This is an optimization exercise on Yosys and OpenROAD, whose aim is small area, a short achievable clock period and few clock cycles, not a production implementation.
In this exercise RTL edits were held to simulation tests only and were not proved equivalent to the original.
Power figures rest on the tool's default switching activity, not on a simulated workload.

$ cat design/flow/run.sh
#!/bin/bash
# synth_recipe.tcl (not shown) runs the flow's synth.tcl, then flattens the netlist and writes it again
# the make line also repeats each setting of config.mk as NAME=value (left out here)
make -C /OpenROAD-flow-scripts/flow DESIGN_CONFIG=/design/flow/config.mk WORK_HOME=/design/flow/orfs CLKGATE_MAP_FILE= SYNTH_SCRIPT=/design/flow/synth_recipe.tcl finish
$ cat design/flow/config.mk
export PLATFORM = sky130hd
export DESIGN_NAME = cpu_top
export DESIGN_NICKNAME = cpu_top
export VERILOG_FILES = /design/flow/design.v
export SDC_FILE = /design/flow/constraint.sdc
export NUM_CORES = 4
export LEC_CHECK = 0
export CAP_MARGIN = 20
export CORE_MARGIN = 2
export CORE_UTILIZATION = 67
export CTS_CLUSTER_DIAMETER = 80
export CTS_CLUSTER_SIZE = 20
export SETUP_SLACK_MARGIN = 4.9
export SLEW_MARGIN = 20
$ cat design/flow/constraint.sdc
create_clock -name core_clock -period 8.0 [get_ports {clk}]
set_input_delay 1.6000 -clock core_clock [delete_from_list [all_inputs] [get_ports {clk}]]
set_output_delay 1.6000 -clock core_clock [all_outputs]
set_load 0.01 [all_outputs]
$ cat design/flow/design.v
`timescale 1ns/1ps
package cpu_pkg;
	localparam int WORD_W = 16;
	localparam int REG_ADDR_W = 3;
	localparam int NUM_REGS = 8;
	localparam int OPC_W = 5;
	localparam int SHAMT_W = 4;
	localparam int APB_ADDR_W = 8;
	localparam logic [APB_ADDR_W-1:0] CTRL_ADDR = 8'hff;  
	localparam int OPC_HI = 15;
	localparam int OPC_LO = 11;
	localparam int RS_HI = 10;
	localparam int RS_LO = 8;
	localparam int RD_HI = 7;
	localparam int RD_LO = 5;
	localparam int SH_HI = 4;
	localparam int SH_LO = 1;
	localparam logic [OPC_W-1:0] NOP = 5'd0;
	localparam logic [OPC_W-1:0] MOV = 5'd1;
	localparam logic [OPC_W-1:0] ADD = 5'd2;
	localparam logic [OPC_W-1:0] SUB = 5'd3;
	localparam logic [OPC_W-1:0] AND = 5'd4;
	localparam logic [OPC_W-1:0] OR  = 5'd5;
	localparam logic [OPC_W-1:0] NOT = 5'd6;
	localparam logic [OPC_W-1:0] INC = 5'd7;
	localparam logic [OPC_W-1:0] SHL = 5'd8;
	localparam logic [OPC_W-1:0] SHR = 5'd9;
	localparam logic [OPC_W-1:0] LDM = 5'd10;  
	localparam logic [OPC_W-1:0] IN  = 5'd11;
	localparam logic [OPC_W-1:0] OUT = 5'd12;
	localparam logic [OPC_W-1:0] HLT = 5'd13;
	localparam int DEC_W = OPC_W + 2 * REG_ADDR_W + SHAMT_W + 3 * WORD_W;
	localparam int EXEC_W = 1 + REG_ADDR_W + WORD_W + 1;
	localparam int C_MOV = 0;
	localparam int C_SUB = 1;
	localparam int C_INC = 2;
	localparam int C_AND = 3;
	localparam int C_OR = 4;
	localparam int C_SHL = 5;
	localparam int C_SHR = 6;
	localparam int C_LDM = 7;
	localparam int C_IN = 8;
	localparam int C_OUT = 9;  
	localparam int C_HLT = 10;  
	localparam int C_ARITH = 11;  
	localparam int C_LOGIC = 12;  
	localparam int C_ALU = 13;  
	localparam int C_WE = 14;  
	localparam int C_OFWD = 15;  
	localparam int NCTL = 16;
	localparam int C_SH = NCTL;  
	localparam int C_RD = NCTL + SHAMT_W;  
	localparam int C_RS = C_RD + NUM_REGS;  
	localparam int C_ORS = C_RS + NUM_REGS;  
	localparam int CTL_W = C_ORS + NUM_REGS;
endpackage
`timescale 1ns/1ps
import cpu_pkg::*;
module register_file (
	input logic clk,
	input logic reset,
	input logic wb_we,
	input logic [cpu_pkg::NUM_REGS-1:0] wb_sel,
	input logic [cpu_pkg::WORD_W-1:0] wb_wdata,
	input logic [cpu_pkg::NUM_REGS-1:0] rs_sel,
	input logic [cpu_pkg::NUM_REGS-1:0] rd_sel,
	input logic [cpu_pkg::NUM_REGS-1:0] os_sel,
	output logic [cpu_pkg::WORD_W-1:0] rs_data,
	output logic [cpu_pkg::WORD_W-1:0] rd_data,
	output logic [cpu_pkg::WORD_W-1:0] os_data
);
	logic [WORD_W-1:0] regs [NUM_REGS];
	logic [NUM_REGS-1:0] valid;
	always_ff @(posedge clk) begin
		for (int i = 0; i < NUM_REGS; i++) begin
			if (wb_we && wb_sel[i]) begin
				regs[i] <= wb_wdata;
			end
		end
	end
	always_ff @(posedge clk) begin
		if (reset) begin
			valid <= '0;
		end else if (wb_we) begin
			valid <= valid | wb_sel;
		end
	end
	always_comb begin
		rs_data = '0;
		rd_data = '0;
		os_data = '0;
		for (int i = 0; i < NUM_REGS; i++) begin
			rs_data = rs_data | ({WORD_W{rs_sel[i] & valid[i]}} & regs[i]);
			rd_data = rd_data | ({WORD_W{rd_sel[i] & valid[i]}} & regs[i]);
			os_data = os_data | ({WORD_W{os_sel[i] & valid[i]}} & regs[i]);
		end
	end
endmodule
`timescale 1ns/1ps
import cpu_pkg::*;
module fetch_decode (
	input logic clk,
	input logic rst,
	input logic start_now,  
	input logic late,  
	input logic run_go,  
	input logic [cpu_pkg::WORD_W-1:0] pwdata,
	input logic [5:0] apb_word,
	input logic apb_write,  
	input logic refill,  
	output logic apb_at_tap,  
	output logic [cpu_pkg::WORD_W-1:0] tap_word,
	output logic [cpu_pkg::CTL_W-1:0] bnd,
	output logic [cpu_pkg::WORD_W-1:0] bnd_imm,
	output logic d_hlt
);
	localparam int NPOS = 32;
	logic [NPOS*WORD_W-1:0] ring_e;
	logic [NPOS*WORD_W-1:0] ring_o;
	logic [4:0] u;
	logic [4:0] u_dec;
	logic [4:0] apb_pos;
	logic apb_bank;  
	logic [1:0] tap;
	logic [3:0] wr_e;
	logic [3:0] wr_o;
	always_ff @(posedge clk) begin
		apb_pos <= apb_word[5:1] + u_dec;
		apb_bank <= apb_word[0];
	end
	assign apb_at_tap = (apb_pos[2:0] == 3'd1);
	assign tap = apb_pos[4:3];
	always_comb begin
		case (tap)
			2'd0: tap_word = apb_bank ? ring_o[1*WORD_W +: WORD_W] : ring_e[1*WORD_W +: WORD_W];
			2'd1: tap_word = apb_bank ? ring_o[9*WORD_W +: WORD_W] : ring_e[9*WORD_W +: WORD_W];
			2'd2: tap_word = apb_bank ? ring_o[17*WORD_W +: WORD_W] : ring_e[17*WORD_W +: WORD_W];
			default: tap_word = apb_bank ? ring_o[25*WORD_W +: WORD_W] : ring_e[25*WORD_W +: WORD_W];
		endcase
	end
	for (genvar j = 0; j < 4; j++) begin : g_wr
		assign wr_e[j] = apb_write & (tap == j) & ~apb_bank;
		assign wr_o[j] = apb_write & (tap == j) & apb_bank;
	end
	always_ff @(posedge clk) begin
		u <= u_dec;
	end
	assign u_dec = u - 1'b1;
	for (genvar i = 0; i < NPOS; i++) begin : g_ring
		if (i % 8 == 0) begin : g_tap
			always_ff @(posedge clk) begin
				ring_e[i*WORD_W +: WORD_W] <= wr_e[i/8] ? pwdata : ring_e[((i+1)%NPOS)*WORD_W +: WORD_W];
				ring_o[i*WORD_W +: WORD_W] <= wr_o[i/8] ? pwdata : ring_o[((i+1)%NPOS)*WORD_W +: WORD_W];
			end
		end else begin : g_plain
			always_ff @(posedge clk) begin
				ring_e[i*WORD_W +: WORD_W] <= ring_e[((i+1)%NPOS)*WORD_W +: WORD_W];
				ring_o[i*WORD_W +: WORD_W] <= ring_o[((i+1)%NPOS)*WORD_W +: WORD_W];
			end
		end
	end
	logic [6:0] fk;
	logic [4:0] pos;
	logic [WORD_W-1:0] f_e;
	logic [WORD_W-1:0] f_o;
	logic [6:0] fk_n;
	logic [4:0] pos_n;
	logic [NPOS-1:0] pos_oh;
	logic [WORD_W-1:0] r_e;
	logic [WORD_W-1:0] r_o;
	always_ff @(posedge clk) begin
		fk <= fk_n;
		pos <= pos_n;
		pos_oh <= rst ? (NPOS'(1) << u_dec) : start_now ? (NPOS'(1) << (u + 1'b1))
			: (fk_a[6:5] != 2'b00) ? '0 : (NPOS'(1) << pos_a);
	end
	always_comb begin
		r_e = '0;
		r_o = '0;
		for (int i = 0; i < NPOS; i++) begin
			r_e = r_e | ({WORD_W{pos_oh[i]}} & ring_e[i*WORD_W +: WORD_W]);
			r_o = r_o | ({WORD_W{pos_oh[i]}} & ring_o[i*WORD_W +: WORD_W]);
		end
	end
	assign f_e = r_e;
	assign f_o = r_o;
	logic [WORD_W-1:0] q [4];
	logic [2:0] cnt;
	logic tog;
	localparam int DW = 5 + NCTL + SHAMT_W + 2 * NUM_REGS + 2 * REG_ADDR_W;
	logic [DW-1:0] dv0, dv1;
	word_decode u_dec0 (.w(q[0]), .dv(dv0));
	word_decode u_dec1 (.w(q[1]), .dv(dv1));
	logic d0_ldm, d0_nop, d0_out, d0_hlt, d0_oth;
	logic d1_ldm, d1_nop, d1_out, d1_hlt, d1_oth;
	logic [NCTL-1:0] d0_c, d1_c;
	logic [SHAMT_W-1:0] d0_sh, d1_sh;
	logic [NUM_REGS-1:0] d0_rd, d1_rd, d0_rs, d1_rs;
	logic [REG_ADDR_W-1:0] d0_rd_a, d1_rd_a, d0_rs_a, d1_rs_a;
	assign {d0_ldm, d0_nop, d0_out, d0_hlt, d0_oth, d0_c, d0_sh, d0_rd, d0_rs, d0_rd_a, d0_rs_a} = dv0;
	assign {d1_ldm, d1_nop, d1_out, d1_hlt, d1_oth, d1_c, d1_sh, d1_rd, d1_rs, d1_rd_a, d1_rs_a} = dv1;
	assign d_hlt = d0_hlt;
	logic a_from0;  
	logic a_from1;  
	logic o_from0;
	logic o_from1;
	logic two;  
	assign a_from0 = d0_oth | d0_ldm;
	assign a_from1 = (d0_nop | d0_out) & d1_oth;
	assign o_from0 = d0_out;
	assign o_from1 = (d0_nop | d0_oth) & d1_out;
	assign two = d0_ldm | (d0_nop & (d1_nop | d1_out | d1_oth))
		| (d0_out & (d1_nop | d1_oth)) | (d0_oth & (d1_nop | d1_out));
	logic [NCTL-1:0] c_b;
	always_comb begin
		c_b = a_from1 ? d1_c : (a_from0 ? d0_c : '0);
		c_b[C_OUT] = o_from0 | o_from1;
		c_b[C_HLT] = d0_hlt;
		c_b[C_OFWD] = d0_oth & o_from1 & (d1_rs_a == d0_rd_a);
	end
	assign bnd = {o_from0 ? d0_rs : d1_rs,
		a_from1 ? d1_rs : d0_rs,
		a_from1 ? d1_rd : d0_rd,
		a_from1 ? d1_sh : d0_sh,
		c_b};
	assign bnd_imm = q[1];
	logic c3;  
	logic c4;  
	logic [WORD_W-1:0] n1 [4];  
	logic [WORD_W-1:0] n2 [4];  
	logic [WORD_W-1:0] q2s;
	logic [WORD_W-1:0] q3s;
	assign q2s = tog ? f_e : q[2];
	assign q3s = tog ? f_o : q[3];
	assign c3 = cnt[2] | (cnt[1] & cnt[0]);
	assign c4 = cnt[2];
	assign n1[0] = q[1];
	assign n1[1] = c3 ? q2s : f_e;
	assign n1[2] = c4 ? q3s : (c3 ? f_e : f_o);
	assign n1[3] = f_o;
	assign n2[0] = c3 ? q2s : f_e;
	assign n2[1] = c4 ? q3s : (c3 ? f_e : f_o);
	assign n2[2] = c4 ? f_e : f_o;
	assign n2[3] = f_o;
	logic [6:0] fk_a;  
	logic [4:0] pos_a;
	always_comb begin
		if (run_go) begin
			if (two || !c4) begin
				fk_a = fk + 1'b1;  
				pos_a = pos;
			end else begin
				fk_a = fk;
				pos_a = pos - 1'b1;
			end
		end else if (late) begin
			fk_a = 7'd2;  
			pos_a = u + 1'b1;
		end else if (tog || refill) begin
			fk_a = 7'd0;  
			pos_a = u_dec;
		end else begin
			fk_a = 7'd1;  
			pos_a = u;
		end
	end
	always_comb begin
		if (rst) begin
			fk_n = 7'd0;
			pos_n = u_dec;
		end else if (start_now) begin
			fk_n = 7'd2;
			pos_n = u + 1'b1;
		end else begin
			fk_n = fk_a;
			pos_n = pos_a;
		end
	end
	logic [WORD_W-1:0] qs [4];
	logic [WORD_W-1:0] qi [4];
	logic [2:0] cnt_a;
	always_comb begin
		for (int j = 0; j < 4; j++) begin
			qs[j] = two ? n2[j] : n1[j];
			qi[j] = q[j];
		end
		if (!tog) begin
			qi[0] = f_e;
			qi[1] = f_o;
		end else begin
			qi[2] = f_e;
			qi[3] = f_o;
		end
		if (run_go) begin
			if (two || !c4) begin
				cnt_a = two ? cnt : cnt + 1'b1;
			end else begin
				cnt_a = 3'd3;
			end
		end else if (late) begin
			cnt_a = two ? 3'd2 : 3'd3;
		end else begin
			cnt_a = 3'd4;
		end
	end
	always_ff @(posedge clk) begin
		for (int j = 0; j < 4; j++) begin
			q[j] <= rst ? qi[j] : (start_now | late | run_go) ? qs[j] : qi[j];
		end
		cnt <= rst ? 3'd4 : start_now ? (two ? 3'd2 : 3'd3) : cnt_a;
		tog <= ~rst & ~start_now & ~late & ~run_go & ~tog & ~refill;
	end
endmodule
module word_decode (
	input logic [cpu_pkg::WORD_W-1:0] w,
	output logic [5+cpu_pkg::NCTL+cpu_pkg::SHAMT_W+2*cpu_pkg::NUM_REGS+2*cpu_pkg::REG_ADDR_W-1:0] dv
);
	logic [OPC_W-1:0] op;
	logic [NCTL-1:0] c;
	logic ldm, nop, out, hlt, oth;
	assign op = w[OPC_HI:OPC_LO];
	always_comb begin
		c = '0;
		c[C_MOV] = (op == MOV);
		c[C_SUB] = (op == SUB);
		c[C_INC] = (op == INC);
		c[C_AND] = (op == AND);
		c[C_OR] = (op == OR);
		c[C_SHL] = (op == SHL);
		c[C_SHR] = (op == SHR);
		c[C_LDM] = (op == LDM);
		c[C_IN] = (op == IN);
		c[C_ARITH] = (op == ADD) | (op == SUB) | (op == INC);
		c[C_LOGIC] = (op == AND) | (op == OR) | (op == NOT);
		c[C_ALU] = c[C_ARITH] | c[C_LOGIC] | c[C_SHL] | c[C_SHR];
		c[C_WE] = c[C_ALU] | c[C_MOV] | c[C_LDM] | c[C_IN];
	end
	assign ldm = (op == LDM);
	assign out = (op == OUT);
	assign hlt = (op == HLT);
	assign nop = (op == NOP) | (op >= 5'd14);
	assign oth = c[C_WE] & ~ldm;
	assign dv = {ldm, nop, out, hlt, oth, c, w[SH_HI:SH_LO],
		NUM_REGS'(1) << w[RD_HI:RD_LO], NUM_REGS'(1) << w[RS_HI:RS_LO],
		w[RD_HI:RD_LO], w[RS_HI:RS_LO]};
endmodule
`timescale 1ns/1ps
module stage_reg #(
	parameter int WIDTH = 1
) (
	input logic clk,
	input logic reset,
	input logic [WIDTH-1:0] in_data,
	input logic in_valid,
	output logic [WIDTH-1:0] out_data,
	output logic out_valid
);
	always_ff @(posedge clk) begin
		if (reset) begin
			out_data <= '0;
			out_valid <= 1'b0;
		end else begin
			out_data <= in_data;
			out_valid <= in_valid;  
		end
	end
endmodule
`timescale 1ns/1ps
import cpu_pkg::*;
module execute_unit (
	input logic clk,
	input logic reset,
	input logic xv,
	input logic [cpu_pkg::CTL_W-1:0] bnd,  
	input logic [cpu_pkg::WORD_W-1:0] bnd_imm,
	output logic x_hlt,  
	input logic [cpu_pkg::WORD_W-1:0] in_value,
	output logic [cpu_pkg::WORD_W-1:0] out_value,
	output logic out_valid,
	output logic [2:0] flags  
);
	logic [CTL_W-1:0] ctl;  
	logic [WORD_W-1:0] imm;
	logic [WORD_W-1:0] s;  
	logic [WORD_W-1:0] d;  
	logic [WORD_W-1:0] o_s;  
	logic [WORD_W-1:0] result;
	logic x_we;
	logic [WORD_W-1:0] rd_s, rd_d, rd_o;
	register_file u_regs (
		.clk(clk),
		.reset(reset),
		.wb_we(x_we),
		.wb_sel(ctl[C_RD +: NUM_REGS]),
		.wb_wdata(result),
		.rs_sel(bnd[C_RS +: NUM_REGS]),
		.rd_sel(bnd[C_RD +: NUM_REGS]),
		.os_sel(bnd[C_ORS +: NUM_REGS]),
		.rs_data(rd_s),
		.rd_data(rd_d),
		.os_data(rd_o)
	);
	logic hit_s, hit_d, hit_o;
	assign hit_s = x_we & |(bnd[C_RS +: NUM_REGS] & ctl[C_RD +: NUM_REGS]);
	assign hit_d = x_we & |(bnd[C_RD +: NUM_REGS] & ctl[C_RD +: NUM_REGS]);
	assign hit_o = x_we & |(bnd[C_ORS +: NUM_REGS] & ctl[C_RD +: NUM_REGS]);
	always_ff @(posedge clk) begin
		ctl <= bnd;
		imm <= bnd_imm;
		s <= hit_s ? result : rd_s;
		d <= hit_d ? result : rd_d;
		o_s <= hit_o ? result : rd_o;
	end
	logic [SHAMT_W-1:0] sh;
	logic is_mov, is_sub, is_and, is_or, is_inc, is_shl, is_shr;
	logic is_ldm, is_in, is_out;
	logic is_arith, is_logic, we, alu_op;
	assign sh = ctl[C_SH +: SHAMT_W];
	assign is_mov = ctl[C_MOV];
	assign is_sub = ctl[C_SUB];
	assign is_inc = ctl[C_INC];
	assign is_and = ctl[C_AND];
	assign is_or = ctl[C_OR];
	assign is_shl = ctl[C_SHL];
	assign is_shr = ctl[C_SHR];
	assign is_ldm = ctl[C_LDM];
	assign is_in = ctl[C_IN];
	assign is_out = ctl[C_OUT];
	assign is_arith = ctl[C_ARITH];
	assign is_logic = ctl[C_LOGIC];
	assign alu_op = ctl[C_ALU];
	assign we = ctl[C_WE];
	assign x_we = xv & we;
	assign x_hlt = ctl[C_HLT];
	logic [WORD_W-1:0] a_in;
	logic [WORD_W-1:0] b_in;
	logic cin;
	logic [WORD_W:0] sum;
	logic [WORD_W-1:0] kill;
	logic z_arith;
	logic c_arith;
	assign a_in = is_inc ? '0 : d;
	assign b_in = is_sub ? ~s : s;
	assign cin = is_sub | is_inc;
	logic [WORD_W:0] gk [6];
	logic [WORD_W:0] pk [6];
	always_comb begin
		gk[0] = {a_in & b_in, cin};
		pk[0] = {a_in ^ b_in, 1'b0};
		for (int l = 0; l < 5; l++) begin
			for (int i = 0; i <= WORD_W; i++) begin
				if (i >= (1 << l)) begin
					gk[l+1][i] = gk[l][i] | (pk[l][i] & gk[l][i-(1<<l)]);
					pk[l+1][i] = pk[l][i] & pk[l][i-(1<<l)];
				end else begin
					gk[l+1][i] = gk[l][i];
					pk[l+1][i] = pk[l][i];
				end
			end
		end
	end
	assign sum = {gk[5][WORD_W], (a_in ^ b_in) ^ gk[5][WORD_W-1:0]};
	assign c_arith = sum[WORD_W] ^ is_sub;
	assign kill = {a_in[WORD_W-2:0] | b_in[WORD_W-2:0], cin};
	assign z_arith = ((a_in ^ b_in) == kill);
	logic [WORD_W-1:0] lg;
	assign lg = is_and ? (d & s) : is_or ? (d | s) : ~s;
	logic [WORD_W-1:0] sx;  
	logic [WORD_W:0] shw;  
	logic [WORD_W-1:0] sh_res;
	logic [WORD_W-1:0] lo_or;  
	logic z_sh;
	always_comb begin
		for (int k = 0; k < WORD_W; k++) begin
			sx[k] = is_shr ? s[WORD_W-1-k] : s[k];
		end
	end
	assign shw = {1'b0, sx} << sh;
	always_comb begin
		for (int k = 0; k < WORD_W; k++) begin
			sh_res[k] = is_shr ? shw[WORD_W-1-k] : shw[k];
		end
		lo_or[0] = sx[0];
		for (int k = 1; k < WORD_W; k++) begin
			lo_or[k] = lo_or[k-1] | sx[k];
		end
	end
	assign z_sh = ~lo_or[4'(WORD_W - 1) - sh];
	logic [WORD_W-1:0] other;
	always_comb begin
		other = ({WORD_W{is_logic}} & lg)
			| ({WORD_W{is_shl | is_shr}} & sh_res)
			| ({WORD_W{is_mov}} & s)
			| ({WORD_W{is_ldm}} & imm)
			| ({WORD_W{is_in}} & in_value);
	end
	assign result = is_arith ? sum[WORD_W-1:0] : other;
	logic z_new;
	logic c_new;
	always_comb begin
		if (is_arith) begin
			z_new = z_arith;
			c_new = c_arith;
		end else if (is_shl | is_shr) begin
			z_new = z_sh;
			c_new = shw[WORD_W];
		end else begin
			z_new = ~|lg;
			c_new = flags[0];
		end
	end
	always_ff @(posedge clk) begin
		if (reset) begin
			flags <= '0;
		end else if (xv && alu_op) begin
			flags <= {z_new, result[WORD_W-1], c_new};
		end
	end
	always_ff @(posedge clk) begin
		if (reset) begin
			out_valid <= 1'b0;
		end else begin
			out_valid <= xv & is_out;
		end
		out_value <= ctl[C_OFWD] ? result : o_s;
	end
endmodule
`timescale 1ns/1ps
import cpu_pkg::*;
module cpu_top #(
	parameter int IMEM_DEPTH = 64
) (
	input logic clk,
	input logic reset,
	input logic psel,
	input logic penable,
	input logic pwrite,
	input logic [7:0] paddr,
	input logic [15:0] pwdata,
	output logic [15:0] prdata,
	output logic pready,
	output logic pslverr,
	input logic [15:0] in_value,
	output logic [15:0] out_value,
	output logic out_valid,
	output logic [2:0] flags  
);
	logic running;
	logic halted;
	logic start_q;  
	logic xv;  
	logic halt_now;
	logic [CTL_W-1:0] bnd;  
	logic [WORD_W-1:0] bnd_imm;
	logic d_hlt;  
	logic [WORD_W-1:0] tap_word;
	logic apb_at_tap;
	logic ctrl_sel;
	logic imem_sel;
	logic rdy;  
	logic err_q;
	logic [WORD_W-1:0] rdata_q;
	logic capture;
	logic cap_err;
	logic mem_wr;
	logic start_d;
	logic running_d;
	logic halted_d;
	assign ctrl_sel = (paddr == CTRL_ADDR);
	assign imem_sel = (paddr[7:6] == 2'b00);
	assign cap_err = ~ctrl_sel & (~imem_sel | (pwrite & running));
	logic acc_q;  
	logic memw_q;  
	logic memr_q;  
	logic cap_mem;
	assign cap_mem = acc_q & ~rdy & apb_at_tap & ((memw_q & ~running) | memr_q);
	assign capture = (psel & ~rdy & (ctrl_sel | cap_err)) | cap_mem;
	assign mem_wr = cap_mem & memw_q;
	assign start_d = capture & ctrl_sel & pwrite & pwdata[0] & ~running & ~reset;
	logic stale;  
	logic late_q;  
	logic start_now;
	assign start_now = start_d & ~stale;
	always_ff @(posedge clk) begin
		if (reset) begin
			rdy <= 1'b0;
			err_q <= 1'b0;
			start_q <= 1'b0;
			late_q <= 1'b0;
			acc_q <= 1'b0;
		end else begin
			acc_q <= psel & ~(penable & rdy);
			rdy <= capture;
			err_q <= cap_err;
			start_q <= start_now;
			late_q <= start_d & stale;
		end
	end
	always_ff @(posedge clk) begin
		memw_q <= pwrite & imem_sel;
		memr_q <= ~pwrite & imem_sel;
	end
	always_ff @(posedge clk) begin
		rdata_q <= ctrl_sel ? {{(WORD_W-2){1'b0}}, halted_d, running_d} : tap_word;
	end
	assign pready = rdy;
	assign pslverr = err_q;
	assign prdata = rdata_q;
	logic x_hlt;
	assign xv = start_q | running;
	assign halt_now = xv & (d_hlt | x_hlt);
	always_comb begin
		running_d = running;
		halted_d = halted;
		if (reset) begin
			running_d = 1'b0;
			halted_d = 1'b0;
		end else if (xv) begin
			running_d = ~halt_now;
			halted_d = halt_now;
		end else if (late_q) begin
			running_d = 1'b1;
			halted_d = 1'b0;
		end
	end
	always_ff @(posedge clk) begin
		stale <= reset;
		running <= running_d;
		halted <= halted_d;
	end
	fetch_decode u_fetch (
		.clk(clk),
		.rst(reset),
		.start_now(start_now),
		.late(late_q),
		.run_go(xv & ~halt_now),
		.pwdata(pwdata),
		.apb_word(paddr[5:0]),
		.apb_write(mem_wr),
		.refill(mem_wr | halt_now),
		.apb_at_tap(apb_at_tap),
		.tap_word(tap_word),
		.bnd(bnd),
		.bnd_imm(bnd_imm),
		.d_hlt(d_hlt)
	);
	execute_unit u_exec (
		.clk(clk),
		.reset(reset),
		.xv(xv),
		.bnd(bnd),
		.bnd_imm(bnd_imm),
		.x_hlt(x_hlt),
		.in_value(in_value),
		.out_value(out_value),
		.out_valid(out_valid),
		.flags(flags)
	);
endmodule
==> reports/metrics.yaml, run 1 <==
synth_edf_count: 128
powerDensity_nw_per_um2: 222
place.gp.congestion: 0.996
clk_latency_ps: 680
grt_pass1_vias: 38182
drive_gt1_share_pct: 16.0
dpl.hpwl_um: 97300
postRouteAntennaNets: 0
syn_area_per_cell_um2: 11.3
fillers: 5124
fin_crit_ps: 3160
worst_pin_slew_ps: 1250
wl_um: 169000
synth_area_um2: 50500
synth-async-reset-ratio_pct: 0
synth_warnings: 18
grt-ovfl-total: 0
clk_pin_slew_worst_paths_ps: 90
start_util_pct: 67.7
startpoint_type: "flop"
vdd_drop_max_mv: 0.215
synth_flop_cell: "dfxtp_1"
wire_per_inst_um: 30.8
cp_max_fo: 14
clock_path_buffers: 3
portBuffers: 82
cp.required_ps: 8540
drc: 0
path_common_cell: "mux2i_1"
final_util_pct: 75.5
period_share_pct: 39.5
status: "timing/DRC/antenna clean"
crit_type: "flop to flop"
grt_start_max_net_pins: 69
cts_root_buf: "clkbuf_16"
synth_nets: 4541
cap_violations: 0
clock_skew_ps: 30.7
crit_arrival_ps: 3700
path_cells: "nor4_4, a311oi_4, a2111oi_4, buf_6, clkbuf_16, mux2i_1, buf_4, and2_4, a2111oi_0, and3_1, mux2i_1"
fin_nets: 4576
cpMaxStageDelayCell: "a2111oi_0"
hold_viol_final: 0
slowest_delay_ps: 580
row_count: 100
antenna_found_initial: 2
synth_cell_types: 85
avgViaCountPerCell: 7.26
die_h_um: 279
setup_viol_count_final: 0
drv_slew: 0
setup_tns_ps: 0
max_freq_mhz: 316
dr.first_iter.drc_count: 6059
ys_seq_elements: 1420
htreeDepth: 3
cts_sinks: 1420
io_pins: 83
hold_class: "flop to flop"
fp.coreArea_um2: 74600
yosysSeqAreaShare_pct: 58.8
syn_inst: 4449
cts_tree: "done"
die-area_um2: 77600
rsz0062_at_grt: "true"
dieWidth_um: 279
critPathCaptureType: "flop"
cts_buffers: 82
drt_first_pass_iters: 10
finalPower_uw: 12500
grt_use_total_pct: 42.1
insertedDiodeCount: 0
p_leak_uw: 0.0215
area_growth_syn_to_layout_pct: 11.6
slew_headroom_pct: 16.5
final_common_cell: "dfxtp_1"
layout_common_cells: "dfxtp_1, a22oi_1, nand2_1, nand4_1, mux2_2"
grt_pass1_wl_um: 244000
num_vias: 39741
[cell usage after synthesis (8+ instances only)]
cell type | number | area [um2]
mux4_2 | 48 | 1080
nand3b_1 | 19 | 143
o211ai_1 | 36 | 270
a21o_1 | 31 | 233
or3_1 | 8 | 50.1
o21ai_0 | 135 | 676
nor3_1 | 47 | 235
clkbuf_1 | 271 | 1020
xor2_1 | 47 | 412
buf_2 | 23 | 115
a221oi_1 | 35 | 307
nor2_1 | 150 | 563
inv_1 | 102 | 383
nand3_1 | 82 | 410
nand4_1 | 163 | 1020
mux2i_1 | 118 | 1180
a32oi_1 | 16 | 140
a22o_1 | 64 | 561
o31ai_1 | 13 | 97.6
nor4_1 | 40 | 250
a31oi_1 | 20 | 125
nand2b_1 | 57 | 357
a21oi_1 | 141 | 706
o32ai_1 | 9 | 78.8
dfxtp_1 | 1292 | 25900
and2_1 | 36 | 225
nand2_1 | 188 | 706
xnor2_1 | 24 | 210
a22oi_1 | 608 | 4560
o221ai_1 | 18 | 158
nor2b_1 | 12 | 75.1
edfxtp_1 | 128 | 3840
o21a_1 | 8 | 60.1
a211oi_1 | 30 | 225
o22ai_1 | 9 | 56.3
mux2_2 | 162 | 1820
ha_1 | 45 | 563
nor3b_1 | 9 | 67.6
a2111oi_0 | 13 | 114
buf_1 | 21 | 78.8
and3_1 | 68 | 425
[logic make-up (layout without fill, tap and decap cells)]
logic type | count (synthesis) | in the layout | share of synthesized area [%]
DFF | 1420 | 1420 | 58.8
buffers and inverters | 429 | 483 | 3.34
AOI/OAI and AO/OA | 1241 | 1241 | 17.7
muxes | 330 | 330 | 8.15
adders and majority gates | 47 | 47 | 1.19
xor gates and xnor gates | 71 | 71 | 1.23
and+or+nand+nor | 911 | 914 | 9.56
[stage by stage]
step,hold WS [ps],worst slack [ps],std cells,cell area [um2]
global placement,332,3000,5278,52100
finish,330,4840,5475,56300
CTS,340,4860,5424,55400
detailed placement,336,2910,5278,52100
floorplan,326,4790,4449,50600
global route,346,4860,5475,56300
[sequential cells by signal, indices dropped and copies added, names as in the netlist, 3 cells and up]
signal / count
u_exec.flags: 3
u_exec.o_s: 16
u_exec.u_regs.regs: 128
u_exec.ctl: 28
u_fetch.pos_oh: 32
u_exec.imm: 16
u_fetch.fk: 7
u_exec.d: 16
u_exec.s: 16
u_exec.u_regs.valid: 8
u_fetch.pos: 5
rdata_q: 16
u_fetch.ring_e: 512
u_exec.out_value: 16
u_fetch.q: 63
u_fetch.apb_pos: 5
u_fetch.cnt: 3
u_fetch.ring_o: 512
u_fetch.u: 5
[repair_timing]
item	4_1_cts	5_1_grt
hold buffers	0	0
resized for setup	187	131
pin swaps	20	34
endpoints found under the hold margin	0	0
gates cloned	11	6
buffers inserted	29	45
setup endpoints to repair	342	264
[metal layers]
metal	track usage, %	share of wire, %	up-vias
met1	57.1	38	19188
li1	-	-	16704
met5	0.375	0.065	-
met4	19.0	5.4	6
met3	11.5	13	730
met2	63.2	43	3113
[layout make-up]
class / count / area (um2) / area share, %
clock buffer: 96 / 2120 / 3.77
tap: 969 / 1210 / 2.15
sequential: 1420 / 29800 / 52.9
inverter: 105 / 408 / 0.724
clock inverter: 10 / 173 / 0.307
timing repair inverter: 1 / 5.00 / 0.00888
multi-input combinational: 2603 / 19900 / 35.3
timing repair buffer: 271 / 2690 / 4.78
[path summary, 6_finish.rpt]
| check | from | to | slack (ps) | depth (start not counted) |
|---|---|---|---|---|
| hold reg to reg | u_fetch.ring_e[215]$_DFF_P_ | u_fetch.ring_e[199]$_DFF_P_ | 330 | 0 |
| hold / removal | u_fetch.ring_e[215]$_DFF_P_ | u_fetch.ring_e[199]$_DFF_P_ | 330 | 0 |
| setup / recovery | u_fetch.q[0][11]$_DFF_P_ | u_exec.s[11]$_DFF_P_ | 4840 | 11 |
| setup reg to reg | u_fetch.q[0][11]$_DFF_P_ | u_exec.s[11]$_DFF_P_ | 4840 | 11 |
[report_power, final]
group	internal, uW	leakage [uW]	switching [uW]
logic	313	0.00867	546
registers	7290	0.0117	136
clock network	1910	0.00111	2320
[worst max-delay path: cells and delay by family (launching register included)]
kind / cells / cell delay [ps]
flip-flops: 1 / 390
buffers and inverters: 3 / 500
multiplexers: 2 / 150
AND/OR/NAND/NOR: 3 / 930
AO/OA/AOI/OAI: 3 / 1050
Testbench counts, summed over its fixed seeds: cycles 7,164.
==> run 2, diff against run 1 <==
--- a/design/flow/config.mk
+++ b/design/flow/config.mk
@@ -10,5 +10,5 @@
 export CORE_UTILIZATION = 67
 export CTS_CLUSTER_DIAMETER = 80
 export CTS_CLUSTER_SIZE = 20
-export SETUP_SLACK_MARGIN = 4.9
+export SETUP_SLACK_MARGIN = 5.0
 export SLEW_MARGIN = 20
==> reports/metrics.yaml, run 2 <==
status: "timing/DRC/antenna clean"
grt_start_max_net_pins: 93  # +35%
cts_root_buf: "clkbuf_16"
powerDensity_nw_per_um2: 220  # -1.2%
synth_edf_count: 128  # unchanged
clock_skew_ps: 53.6  # +22.9 ps
path_cells: "nor4_4, a311oi_4, a2111oi_4, buf_4, buf_16, mux2_4, and2_4, buf_6, buf_6, a22oi_1, and4_1, mux2i_2"
drc: 0  # unchanged
cap_violations: 0  # unchanged
top_regs: "u_fetch.ring_e: 512 flops, u_fetch.ring_o: 512 flops, u_exec.u_regs.regs: 128 flops"
layout_common_cells: "dfxtp_1, a22oi_1, buf_4, nand2_1, nand4_1"
start_util_pct: 67.7  # unchanged
synth-async-reset-ratio_pct: 0  # unchanged
ys_seq_elements: 1420  # unchanged
placed_cell_area_um2: 52100  # about the same
regToRegStartpoint: "u_fetch.q[0][13]$_DFF_P_"
htreeDepth: 3  # unchanged
dr.first_iter.drc_count: 6497  # +7.2%
grt-ovfl-total: 0  # unchanged
clk_pin_slew_worst_paths_ps: 90  # about the same
clk_latency_ps: 680  # about the same
crit_arrival_ps: 3720  # +20 ps
wl_um: 171000  # +1.6%
slew_headroom_pct: 18.5  # +2.0 points
area_growth_syn_to_layout_pct: 13.2
yosysTopAreaCellShare_pct: 51.2  # unchanged
avgViaCountPerCell: 7.26  # about the same
p_leak_uw: 0.0218  # +1.5%
rsz0062_at_grt: "true"
startpoint_type: "flop"
postRouteAntennaNets: 0  # unchanged
setup_ws_ps: 4820  # -22.6 ps
worst_pin_slew_ps: 1220  # -29.9 ps
synth_flop_cell: "dfxtp_1"
io_pins: 83  # unchanged
die_h_um: 279  # unchanged
hold_class: "flop to flop"
grt_pass1_wl_um: 245000  # +0.43%
synth_common_cells: "dfxtp_1, a22oi_1, clkbuf_1"
drv_slew: 0  # unchanged
hold_path.startpoint: "u_fetch.ring_o[251]$_DFF_P_"
grt_use_total_pct: 42.4  # +0.29 points
setup_tns_ps: 0  # unchanged
crit_buf_inv: 4  # +1
synth_warnings: 18  # unchanged
post-route-cell-area_um2: 57200  # +1.5%
cp_top_family: "simple AND/OR/NAND/NOR gates"
dieWidth_um: 279  # unchanged
fin_crit_ps: 3180  # +22.6 ps
fp.coreArea_um2: 74600  # unchanged
max_freq_mhz: 314  # -0.71%
period_share_pct: 39.8  # +0.28 points
syn_inst: 4449  # unchanged
cp.required_ps: 8540  # about the same
setup_viol_count_final: 0  # unchanged
fin_nets: 4625  # +1.1%
yosysMostFrequentCell: "dfxtp_1"
cts_buffers: 81  # -1.2%
critPathCaptureType: "flop"
synth_cell_types: 85  # unchanged
num_vias: 40113  # +0.94%
cp_max_fo: 8  # -6
clock_path_buffers: 3  # unchanged
cts_tree: "done"
synth_area_leaders: "dfxtp_1, a22oi_1, edfxtp_1"
grt_pass1_vias: 37872  # -0.81%
syn_area_per_cell_um2: 11.3  # unchanged
antenna_found_initial: 5  # +3
yosysSeqAreaShare_pct: 58.8  # unchanged
final_common_cell: "dfxtp_1"
synth.largest_area_cell: "dfxtp_1"
drt_first_pass_iters: 9  # -1
dp_slack_ps: 2540  # -370 ps
path_common_cell: "buf_6"
finalPower_uw: 12600  # +0.30%
synth_nets: 4541  # unchanged
crit_type: "flop to flop"
fin_hold_ws_ps: 332  # +2.49 ps
hold_viol_final: 0  # unchanged
row_count: 100  # unchanged
die-area_um2: 77600  # unchanged
dpl.hpwl_um: 97500  # +0.19%
critPathLaunch: "u_fetch.q[0][13]$_DFF_P_"
wire_per_inst_um: 31.0  # +0.70%
place.gp.congestion: 1.01  # +1.4%
slowest_delay_ps: 380  # -200 ps
drive_gt1_share_pct: 18.4  # +2.4 points
synth_area_um2: 50500  # unchanged
vdd_drop_max_mv: 0.195  # -9.4%
cpMaxStageDelayCell: "dfxtp_4"
cts_sinks: 1420  # unchanged
portBuffers: 82  # unchanged
run 2: cell counts after synthesis:
No cell type changed its count.
run 2: worst reg2reg max path: stages, from the launching register on:
cell	delay, ps
dfxtp_4	380
nor4_4	360
a311oi_4	100
a2111oi_4	370
buf_4	220
buf_16	150
mux2_4	390
and2_4	220
buf_6	140
buf_6	120
a22oi_1	200
and4_1	340
mux2i_2	100
run 2: kinds of logic (layout without fill, tap and decap cells):
kind of cell               after synthesis  in the layout  share of synthesized area, %
muxes                                  330            330                          8.15
and+or+nand+nor                        911            921                          9.56
buffers and inverters                  429            522                          3.34
DFF                                   1420           1420                          58.8
AOI/OAI and AO/OA                     1241           1241                          17.7
xor gates and xnor gates                71             71                          1.23
other                                    0              3                             0
adders and majority gates               47             47                          1.19
run 2: layer usage:
metal | track usage (%) | up-vias | share of wire, %
met5 | 0 | - | 0.037
met4 | 17.7 | 6 | 4.7
met3 | 13.5 | 632 | 14
met2 | 60.0 | 3207 | 41
met1 | 60.1 | 19440 | 40
li1 | - | 16828 | -
run 2: area by class of cell:
class	count	area, um2
tap	969	1210
antenna	3	7.51
timing repair inverter	1	7.51
fill	4927	17400
clock buffer	95	2120
multi-input combinational	2610	20500
sequential	1420	29800
clock inverter	7	136
inverter	105	419
timing repair buffer	314	2930
run 2: path summary, 6_finish.rpt:
path	endpoint	slack, ps	depth (start not counted)
setup / recovery	u_exec.d[11]$_DFF_P_	4820	12
hold / removal	u_fetch.ring_o[235]$_DFF_P_	330	0
setup reg to reg	u_exec.d[11]$_DFF_P_	4820	12
hold reg to reg	u_fetch.ring_o[235]$_DFF_P_	330	0
run 2: through the flow:
step                utilization (%)  std cells
floorplan                         -       4449
global placement               69.9       5277
detailed placement             69.9       5277
CTS                            74.8       5442
global route                   76.7       5523
finish                         76.7       5524
run 2: timing repair:
| action | in CTS | in global routing |
|---|---|---|
| pin swaps | 32 | 72 |
| gates resized for setup | 248 | 196 |
| setup buffers | 52 | 71 |
| cloned | 11 | 8 |
| hold buffers | 0 | 0 |
| endpoints found under the setup margin | 352 | 290 |
run 2: report_power, final:
part           leakage [uW]  switching [uW]  internal [uW]
logic               0.00900             586            357
registers            0.0117             126           7290
clock network       0.00110            2290           1900
total                0.0218            3000           9550
==> run 3, diff against run 2 <==
--- a/design/flow/config.mk
+++ b/design/flow/config.mk
@@ -8,7 +8,7 @@
 export CAP_MARGIN = 20
 export CORE_MARGIN = 2
 export CORE_UTILIZATION = 67
-export CTS_CLUSTER_DIAMETER = 80
-export CTS_CLUSTER_SIZE = 20
-export SETUP_SLACK_MARGIN = 5.0
+export CTS_CLUSTER_DIAMETER = 85
+export CTS_CLUSTER_SIZE = 24
+export SETUP_SLACK_MARGIN = 4.9
 export SLEW_MARGIN = 20
==> reports/metrics.yaml, run 3 <==
dpl.hpwl_um: 97300  # -0.19%
grt_start_max_net_pins: 69  # -26%
synth-async-reset-ratio_pct: 0  # unchanged
startpoint_type: "flop"
clk_pin_slew_worst_paths_ps: 100  # about the same
die-area_um2: 77600  # unchanged
fin_nets: 4559  # -1.4%
worst_pin_slew_ps: 1200  # -22.2 ps
max_freq_mhz: 320  # +2.0%
setup_viol_count_final: 0  # unchanged
critPathLaunch: "u_fetch.q[0][14]$_DFF_P_"
crit_buf_inv: 3  # -1
antenna_found_initial: 4  # -1
cp_top_family: "compound AO/OA/AOI/OAI gates"
slowest_delay_ps: 500  # +120 ps
place.gp.congestion: 0.996  # -1.3%
hold_class: "flop to flop"
start_util_pct: 67.7  # unchanged
ys_seq_elements: 1420  # unchanged
hold_path_end: "u_fetch.ring_e[329]$_DFF_P_"
cts_root_buf: "clkbuf_16"
cp_max_fo: 14  # +6
finalPower_uw: 12200  # -2.9%
hold_viol_final: 0  # unchanged
reg2reg_to: "u_exec.s[12]$_DFF_P_"
synth.largest_area_cell: "dfxtp_1"
yosysMostFrequentCell: "dfxtp_1"
hold-path-cell-count: 0  # unchanged
wl_um: 169000  # -1.5%
critPathCaptureType: "flop"
powerDensity_nw_per_um2: 218  # -0.86%
syn_inst: 4449  # unchanged
grt_use_total_pct: 42.0  # -0.38 points
status: "timing/DRC/antenna clean"
fp.coreArea_um2: 74600  # unchanged
post-route-cell-area_um2: 56000  # -2.1%
cpMaxStageDelayCell: "dfxtp_2"
placed_cell_area_um2: 52100  # about the same
die_h_um: 279  # unchanged
synth_warnings: 18  # unchanged
cap_violations: 0  # unchanged
htreeDepth: 3  # unchanged
drc: 0  # unchanged
syn_area_per_cell_um2: 11.3  # unchanged
dieWidth_um: 279  # unchanged
cts_tree: "done"
fin_crit_ps: 3120  # -61.1 ps
postRouteAntennaNets: 0  # unchanged
hold_path.startpoint: "u_fetch.ring_e[345]$_DFF_P_"
grt_pass1_wl_um: 243000  # -0.63%
path_cells: "nor4_4, a311oi_4, a2111oi_4, buf_4, bufbuf_16, mux2i_4, buf_4, and3_1, a2111oi_1, and3_1, mux2i_1"
regToRegStartpoint: "u_fetch.q[0][14]$_DFF_P_"
clock_path_buffers: 3  # unchanged
rsz0062_at_grt: "true"
ff2ff_setup_slack_ps: 4880  # +60 ps
slew_headroom_pct: 20.0  # +1.5 points
synth_nets: 4541  # unchanged
wire_per_inst_um: 30.9  # -0.27%
portBuffers: 82  # unchanged
synth_edf_count: 128  # unchanged
avgViaCountPerCell: 7.25  # -0.18%
drt_first_pass_iters: 8  # -1
fin_hold_ws_ps: 325  # -7.32 ps
area_growth_syn_to_layout_pct: 10.9
cp.depth: 11  # -1
drive_gt1_share_pct: 15.7  # -2.7 points
period_share_pct: 39.0  # -0.76 points
grt-ovfl-total: 0  # unchanged
grt_pass1_vias: 37904  # +0.084%
num_vias: 39561  # -1.4%
cts_sinks: 1420  # unchanged
clk_latency_ps: 670  # about the same
row_count: 100  # unchanged
final_util_pct: 75.1  # -1.6 points
p_leak_uw: 0.0213  # -2.2%
ff2ff_path_depth: 11  # -1
top_regs: "u_fetch.ring_e: 512 flops, u_fetch.ring_o: 512 flops, u_exec.u_regs.regs: 128 flops"
dr.first_iter.drc_count: 6139  # -5.5%
synth_cell_types: 85  # unchanged
clock_skew_ps: 44.7  # -8.89 ps
crit_type: "flop to flop"
cp.required_ps: 8540  # about the same
io_pins: 83  # unchanged
vdd_drop_max_mv: 0.213  # +9.3%
setup_tns_ps: 0  # unchanged
synth_area_um2: 50500  # unchanged
cts_buffers: 69  # -15%
drv_slew: 0  # unchanged
yosysSeqAreaShare_pct: 58.8  # unchanged
hold_buffers: 0  # unchanged
final_common_cell: "dfxtp_1"
layout_common_cells: "dfxtp_1, a22oi_1, nand2_1, nand4_1, mux2_2"
yosysTopAreaCellShare_pct: 51.2  # unchanged
synth_area_leaders: "dfxtp_1, a22oi_1, edfxtp_1"
crit_arrival_ps: 3660  # -60 ps
synth_common_cells: "dfxtp_1, a22oi_1, clkbuf_1"
synth_flop_cell: "dfxtp_1"
## run 3: what timing repair did
| action | CTS | global route |
|---|---|---|
| pin swaps | 17 | 33 |
| endpoints found under the setup margin | 342 | 269 |
| cloned | 11 | 6 |
| resized for setup | 183 | 133 |
| buffers inserted | 34 | 36 |
## run 3: layout make-up
class / count / area, um2
Fill cell: 5171 / 18600
Multi-Input combinational cell: 2602 / 19900
Tap cell: 969 / 1210
Clock inverter: 10 / 169
Timing Repair inverter: 1 / 5.00
Clock buffer: 81 / 1790
Inverter: 105 / 400
Timing Repair Buffer: 268 / 2670
Antenna cell: 2 / 5.00
Sequential cell: 1420 / 29800
## run 3: worst register-to-register path: stages (launching register included)
cell and delay [ps]:
dfxtp_2 500, nor4_4 110, a311oi_4 440, a2111oi_4 60, buf_4 170, bufbuf_16 280, mux2i_4 190, buf_4 220
and3_1 230, a2111oi_1 410, and3_1 300, mux2i_1 90
## run 3: layer usage
layer / vias to the layer above / wire [um] / global-route usage (%)
met5: - / 0 / 0
met4: 0 / 8490 / 18.2
met3: 660 / 22500 / 11.7
met2: 3128 / 72600 / 62.9
met1: 19096 / 65200 / 57.3
li1: 16677 / - / -
## run 3: per-stage QoR
step	setup WS [ps]	cells
6_report	4880	5458
5_1_grt	4840	5456
4_1_cts	4870	5414
3_5_place_dp	2910	5278
3_3_place_gp	3000	5278
2_1_floorplan	4790	4449
## run 3: kinds of logic (layout without fill, tap and decap cells)
kind of cell	after synthesis	in the layout	synth area share [%]
other cells	0	2	0
mux	330	330	8.15
compound gates	1241	1241	17.7
fa+ha+maj	47	47	1.19
buf+inv	429	465	3.34
simple gates	911	913	9.56
flops	1420	1420	58.8
xor+xnor	71	71	1.23
## run 3: worst max-delay path by stage
stage                               end  slack, ps
2_1_floorplan   u_fetch.q[3][0]$_DFF_P_       4790
3_3_place_gp    u_fetch.q[2][5]$_DFF_P_       3000
3_5_place_dp   u_fetch.q[2][12]$_DFF_P_       2910
4_1_cts        u_fetch.q[0][15]$_DFF_P_       4870
5_1_grt             u_exec.s[7]$_DFF_P_       4840
6_report           u_exec.s[12]$_DFF_P_       4880
## run 3: power breakdown
group	internal, uW	leakage (uW)	switching (uW)	total (uW)
Sequential	7290	0.0117	136	7430
Combinational	309	0.00867	548	857
Clock	1630	0.000951	2270	3900

-- port drivers added, routing unchanged --
No port has a modelled driver above. Below, the same layouts with a new extraction and two added sets of constraints. Step 1 assumes that a clkbuf_16 drives the clock port and a buf_2 every other input. Step 2 moves the port delays by t, midway between the first and last clock arrival at a register: inputs arrive t later, outputs are due t later. That takes back most of the time a late clock gives input paths. a / b / c = ideal / step 1 / step 2; a / b = the first two.
| run | t (ns) | setup slack, ns | hold WS [ns] | worst setup path at the end | worst slew at a driven data input, ns |
|---|---|---|---|---|---|
| run 1 | 0.737 | 4.838 / 4.838 / 4.278 | 0.330 / 0.330 / 0.330 | input to register | 0.06 |
| run 2 | 0.724 | 4.815 / 4.815 / 4.241 | 0.332 / 0.332 / 0.332 | input to register | 0.09 |
| run 3 | 0.722 | 4.876 / 4.876 / 4.260 | 0.325 / 0.325 / 0.325 | input to register | 0.06 |
After both steps every run listed still meets setup and hold. For run 3, which loses most, drivers alone change the setup slack by 0.000 ns; drivers and shift together by -0.616 ns.
